Source: an optimization exercise on an open RTL-to-GDS flow (aim: small area and a short achievable clock period). Production flows keep margins and buffers that such runs may drop. RTL that was checked went through simulation tests only; none was proved equivalent to the original.

// aes_round_core
module aes_round_core (
	input logic i_clk,
	input logic i_rst,
	input logic i_valid,
	input logic i_decrypt,
	input logic i_skip_mix,
	input aes_gf_pkg::aes_state_t i_state,
	output logic o_valid,
	output aes_gf_pkg::aes_state_t o_state
);
	localparam int N_SB = 3;
	aes_gf_pkg::aes_state_t lane_bytes;
	aes_gf_pkg::aes_state_t mixed;
	logic [N_SB:0] valid_d;
	logic [N_SB:0] dec_d;
	logic [N_SB:0] skip_d;
	assign valid_d[0] = i_valid;
	assign dec_d[0] = i_decrypt;
	assign skip_d[0] = i_skip_mix;
	for (genvar i = 0; i < N_SB; i++)
	begin : g_ctrl
		always_ff @(posedge i_clk)
		begin
			dec_d[i+1] <= dec_d[i];
			skip_d[i+1] <= skip_d[i];
			if (i_rst)
				valid_d[i+1] <= 1'b0;
			else
				valid_d[i+1] <= valid_d[i];
		end
	end
	aes_sbox_lane_s u_lane0 (
		.i_clk(i_clk),
		.i_dec_in(dec_d[0]),
		.i_dec_out(dec_d[2]),
		.i_byte_enc(i_state[127:120]),
		.o_byte(lane_bytes[127:120])
	);
	aes_sbox_lane u_lane1 (
		.i_clk(i_clk),
		.i_dec_in(dec_d[0]),
		.i_dec_out(dec_d[2]),
		.i_byte_enc(i_state[87:80]),
		.i_byte_dec(i_state[23:16]),
		.o_byte(lane_bytes[119:112])
	);
	aes_sbox_lane_s u_lane2 (
		.i_clk(i_clk),
		.i_dec_in(dec_d[0]),
		.i_dec_out(dec_d[2]),
		.i_byte_enc(i_state[47:40]),
		.o_byte(lane_bytes[111:104])
	);
	aes_sbox_lane u_lane3 (
		.i_clk(i_clk),
		.i_dec_in(dec_d[0]),
		.i_dec_out(dec_d[2]),
		.i_byte_enc(i_state[7:0]),
		.i_byte_dec(i_state[71:64]),
		.o_byte(lane_bytes[103:96])
	);
	aes_sbox_lane_s u_lane4 (
		.i_clk(i_clk),
		.i_dec_in(dec_d[0]),
		.i_dec_out(dec_d[2]),
		.i_byte_enc(i_state[95:88]),
		.o_byte(lane_bytes[95:88])
	);
	aes_sbox_lane u_lane5 (
		.i_clk(i_clk),
		.i_dec_in(dec_d[0]),
		.i_dec_out(dec_d[2]),
		.i_byte_enc(i_state[55:48]),
  ...
make LEC_CHECK=0 CAP_MARGIN=20 CORE_MARGIN=2 CORE_UTILIZATION=40 CTS_CLUSTER_DIAMETER=80 CTS_CLUSTER_SIZE=24 SETUP_SLACK_MARGIN=3.0 SLEW_MARGIN=20 SYNTH_HIERARCHICAL=1 finish   # period 5.5 ns
run.sh (not shown) runs the stock make flow with config.mk's settings and CLKGATE_MAP_FILE= SYNTH_SCRIPT=/design/flow/synth_recipe.tcl, a recipe that flattens the netlist after the stock synthesis.
The starting point finished with timing, DRC and antenna clean.
Change:
- CTS_CLUSTER_DIAMETER: 80 -> not set
- CTS_CLUSTER_SIZE: 24 -> not set
- SETUP_SLACK_MARGIN: 3.0 -> 3.2
The new run ran to the end with no violations.
First-iteration DRC count rose by 8.2%.
Setup slack improves by 4.6 ps.
Fmax is about the same.
Routed wire length rose by 8.7%.
Via count rose by about 5%.
Die area does not change.
Utilization rose by 6.1 points.
Change:
==> flow/flow/run.sh (new file) <==
#!/bin/bash
# The standard layout (the standard.sh, all ORFS steps unchanged), except
# that buffer_ports uses buf_1 cells for the input and output port buffers
# instead of the delay buffer it picks by default; repair still resizes them.
set -e
export BUFFER_PORTS_ARGS="-buffer_cell sky130_fd_sc_hd__buf_1"
bash standard.sh > standard.log 2>&1
==> flow/standard.sh (new file) <==
#!/bin/bash
# synth_recipe.tcl (not shown) runs the flow's synth.tcl, then flattens the netlist and writes it again
# the make line also repeats each setting of config.mk as NAME=value (left out here)
make -C /OpenROAD-flow-scripts/flow DESIGN_CONFIG=/design/flow/config.mk WORK_HOME=/design/flow/orfs CLKGATE_MAP_FILE= SYNTH_SCRIPT=/design/flow/synth_recipe.tcl "${@:-finish}"
- SETUP_SLACK_MARGIN: 3.2 -> 2.9
removed: flow/run.sh
After rerunning: Count of clock-buffer cells in the layout is lower by 2; die area is unchanged; clock skew went up by 8.7 ps; sequential share of layout area went up by 2.7 points; routed wire length is lower by 9.6%; setup slack got worse by 53 ps; utilization fell by 8.2 points; flip-flop and latch count is unchanged; fmax drops by 2.1%.
Change:
==> flow/run.sh (new file) <==
#!/bin/bash
# synth_recipe.tcl (not shown) runs the flow's synth.tcl, then flattens the netlist and writes it again
# the make line also repeats each setting of config.mk as NAME=value (left out here)
make -C /OpenROAD-flow-scripts/flow DESIGN_CONFIG=/design/flow/config.mk WORK_HOME=/design/flow/orfs CLKGATE_MAP_FILE= SYNTH_SCRIPT=/design/flow/synth_recipe.tcl finish
- CTS_CLUSTER_DIAMETER: not set -> 50
- CTS_CLUSTER_SIZE: not set -> 30
- SETUP_SLACK_MARGIN: 2.9 -> 3.0
removed: flow/flow/run.sh
removed: flow/standard.sh
Result:
- synthesized cell count is unchanged
- setup slack gets better by 130 ps
- wire length rose by 2.0%
- first-iteration DRC count came out higher by 13%
- fmax increases by 5.4%
- clock-buffer cell count climbs by 8
- non-clock buffer count came out higher by 59
- design area climbs by 7.4%
- die area stays the same
- sequential share of layout area falls by 1.3 points

========
Starting RTL as in the previous note.
clock: 5.5 ns
lec_check: 0
cap_margin: 20
core_margin: 2
core_utilization: 40
setup_slack_margin: 3.1
slew_margin: 20
synth_hierarchical: 1
standard.sh (not shown) runs the stock make flow with config.mk's settings and CLKGATE_MAP_FILE= SYNTH_SCRIPT=/design/flow/synth_recipe.tcl, a recipe that flattens the netlist after the stock synthesis.
==> flow/flow/run.sh <==
#!/bin/bash
# The standard layout (the standard.sh, all ORFS steps unchanged), except
# that buffer_ports uses buf_1 cells for the input and output port buffers
# instead of the delay buffer it picks by default; repair still resizes them.
set -e
export BUFFER_PORTS_ARGS="-buffer_cell sky130_fd_sc_hd__buf_1"
bash standard.sh > standard.log 2>&1
The baseline completed without violations.
Next try:
- SETUP_SLACK_MARGIN: 3.1 -> 3.0
Flip-flop and latch count does not change.
Setup slack got worse by 72 ps.
Via count shrinks by 3.2%.
Clock skew shrinks by 4.7 ps.
Routed wire length grows by about 0.7%.
Final area shrinks by about 5%.
Next try:
==> flow/run.sh (new file) <==
#!/bin/bash
# synth_recipe.tcl (not shown) runs the flow's synth.tcl, then flattens the netlist and writes it again
# the make line also repeats each setting of config.mk as NAME=value (left out here)
make -C /OpenROAD-flow-scripts/flow DESIGN_CONFIG=/design/flow/config.mk WORK_HOME=/design/flow/orfs CLKGATE_MAP_FILE= SYNTH_SCRIPT=/design/flow/synth_recipe.tcl finish
removed: flow/flow/run.sh
removed: flow/standard.sh
What happened:
- clock skew rose by 6.8 ps
- final cell count hardly moves
- hold slack improved by 3.1 ps
- utilization rose by 1.9 points
- cell area rose by a few percent
- synthesized area does not change
- via count rose slightly
Next try:
- TNS_END_PERCENT: unset -> 5
The changed run produced a clean layout.
Worst hold slack stays flat.
Count of clock-buffer cells in the layout climbs by 4.
Register-to-register slack degrades by 190 ps.
Wire length drops by 1.5%.
Worst setup slack loses 170 ps.
Die area does not change.

========
Another version of the RTL of aes_round_core (not shown whole).
For scale: ~4700 cells after synthesis, roughly 590 flip-flops, roughly 260 I/O pins, about 43000 um^2 of cells after synthesis.
export LEC_CHECK = 0
export CAP_MARGIN = 20
export CORE_MARGIN = 2
export CORE_UTILIZATION = 40
export SETUP_SLACK_MARGIN = 3.15
export SLEW_MARGIN = 20
export SYNTH_HIERARCHICAL = 1
create_clock -name core_clock -period 5.5 [get_ports {i_clk}]
==> flow/flow/run.sh <==
#!/bin/bash
# The standard layout (the standard.sh, all ORFS steps unchanged), except
# that buffer_ports uses buf_1 cells for the input and output port buffers
# instead of the delay buffer it picks by default; repair still resizes them.
set -e
export BUFFER_PORTS_ARGS="-buffer_cell sky130_fd_sc_hd__buf_1"
bash standard.sh > standard.log 2>&1
==> next run, changes <==
--- a/flow/config.mk
+++ b/flow/config.mk
@@ -9,5 +9,5 @@
 export CORE_MARGIN = 2
 export CORE_UTILIZATION = 40
-export SETUP_SLACK_MARGIN = 3.15
+export SETUP_SLACK_MARGIN = 3.0
 export SLEW_MARGIN = 20
 export SYNTH_HIERARCHICAL = 1
Result: The changed run went through all stages and came out clean; global-route usage drops by 0.52 points; utilization drops by 2.4 points; cell area drops by 5.0%; sequential share of layout area climbs by 1.1 points; sequential cell count does not change; non-clock buffer count drops by 115; via count drops by 1.4%; setup slack is worse by 0.12 ns; register-to-register slack is worse by 0.12 ns.

========
Another version of the RTL of aes_round_core (not shown whole).
Size in the first run: ~4400 cells after synthesis.
make LEC_CHECK=0 CAP_MARGIN=20 CORE_MARGIN=2 CORE_UTILIZATION=40 SETUP_SLACK_MARGIN=1.5 SLEW_MARGIN=20 finish   # period 5.5 ns
run.sh (not shown) runs the stock make flow with config.mk's settings and CLKGATE_MAP_FILE= SYNTH_SCRIPT=/design/flow/synth_recipe.tcl, a recipe that flattens the netlist after the stock synthesis.
Stock flow here: none of the scripts above is used.
Then changed:
- SETUP_SLACK_MARGIN: 1.5 -> not set
- worst setup slack gets worse by 0.22 ns
- synthesized area stays the same
- register-to-register slack degrades by 0.22 ns
- utilization decreases by 0.16 points
No run of this note included a check of the RTL's function; only the layout flow was run.

========
Another version of the RTL of aes_round_core (not shown whole).
Size: roughly 4700 cells after synthesis, roughly 630 flip-flops, roughly 260 I/O pins.
Settings: LEC_CHECK=0, CAP_MARGIN=20, CORE_MARGIN=2, CORE_UTILIZATION=40, SETUP_SLACK_MARGIN=3.0, SLEW_MARGIN=20, SYNTH_HIERARCHICAL=1; clock period 5.5 ns.
standard.sh (not shown) runs the stock make flow with config.mk's settings and CLKGATE_MAP_FILE= SYNTH_SCRIPT=/design/flow/synth_recipe.tcl, a recipe that flattens the netlist after the stock synthesis.
Scripts as last shown in full above: flow/flow/run.sh
The baseline produced a clean layout.
Then changed:
- GPL_ROUTABILITY_DRIVEN: not set -> 0
What happened: Routed wire length does not change. Cell area stays the same. Setup slack is unchanged. Via count does not change.
Then changed:
- CORE_UTILIZATION: 40 -> 50
- GPL_ROUTABILITY_DRIVEN: 0 -> not set
- PLACE_DENSITY: not set -> 0.75
What happened: Setup slack degrades by 76 ps. Register-to-register slack degrades by 80 ps. Die area shrinks by 20%. Via count rose by 2.4%. Maximum frequency is lower by 3.0%. Design area falls by 1.2%. Utilization climbs by 11 points. Worst hold slack is about the same. Count of clock-buffer cells in the layout went up by 2.

[port drivers added, routing unchanged]
The flow's constraints put no driver on any port. The routed layouts listed below were extracted and timed again, unchanged, in two steps. Step 1 (the two cells are an assumption about what drives the block):
set clk [get_ports {i_clk}]
set_driving_cell -lib_cell sky130_fd_sc_hd__clkbuf_16 $clk
set_driving_cell -lib_cell sky130_fd_sc_hd__buf_2 [delete_from_list [all_inputs] $clk]
Step 2 moves the port delays by t, midway between the first and last clock arrival at a register: inputs arrive t later, outputs are due t later. That takes back most of the time a late clock gives input paths. a / b / c = ideal / step 1 / step 2; a / b = the first two.
| run | t, ns | slack for setup (ns) | worst setup path after step 2 |
|---|---|---|---|
| the first run of note 1 | 0.686 | 2.968 / 2.968 / 2.454 | input to register |
| the second run of note 1 | 0.700 | 2.973 / 2.973 / 2.604 | input to register |
| the third run of note 1 | 0.706 | 2.920 / 2.908 / 2.752 | input to register |
| the fourth run of note 1 | 0.716 | 3.051 / 2.978 / 2.441 | input to register |
| the first run of note 2 | 0.685 | 3.057 / 3.057 / 2.692 | input to register |
| the second run of note 2 | 0.696 | 2.985 / 2.985 / 2.755 | input to register |
| the third run of note 2 | 0.694 | 3.033 / 2.963 / 2.466 | input to register |
| the fourth run of note 2 | 0.691 | 2.860 / 2.807 / 2.398 | input to register |
| the first run of note 3 | 0.686 | 3.190 / 3.148 / 2.799 | input to register |
| the second run of note 3 | 0.680 | 3.073 / 3.064 / 2.803 | input to register |
| the first run of note 4 | 0.641 | 1.689 / 1.689 / 1.689 | register to register |
| the second run of note 4 | 0.642 | 1.470 / 1.470 / 1.470 | register to register |
| the first run of note 5 | 0.704 | 3.066 / 3.066 / 2.584 | input to register |
| the second run of note 5 | 0.704 | 3.066 / 3.066 / 2.584 | input to register |
| the third run of note 5 | 0.667 | 2.990 / 2.990 / 2.777 | input to register |
After both steps setup and hold are still met in every run listed. For the fourth run of note 1, which loses most, drivers alone change the setup slack by -0.073 ns; drivers and shift together by -0.610 ns.
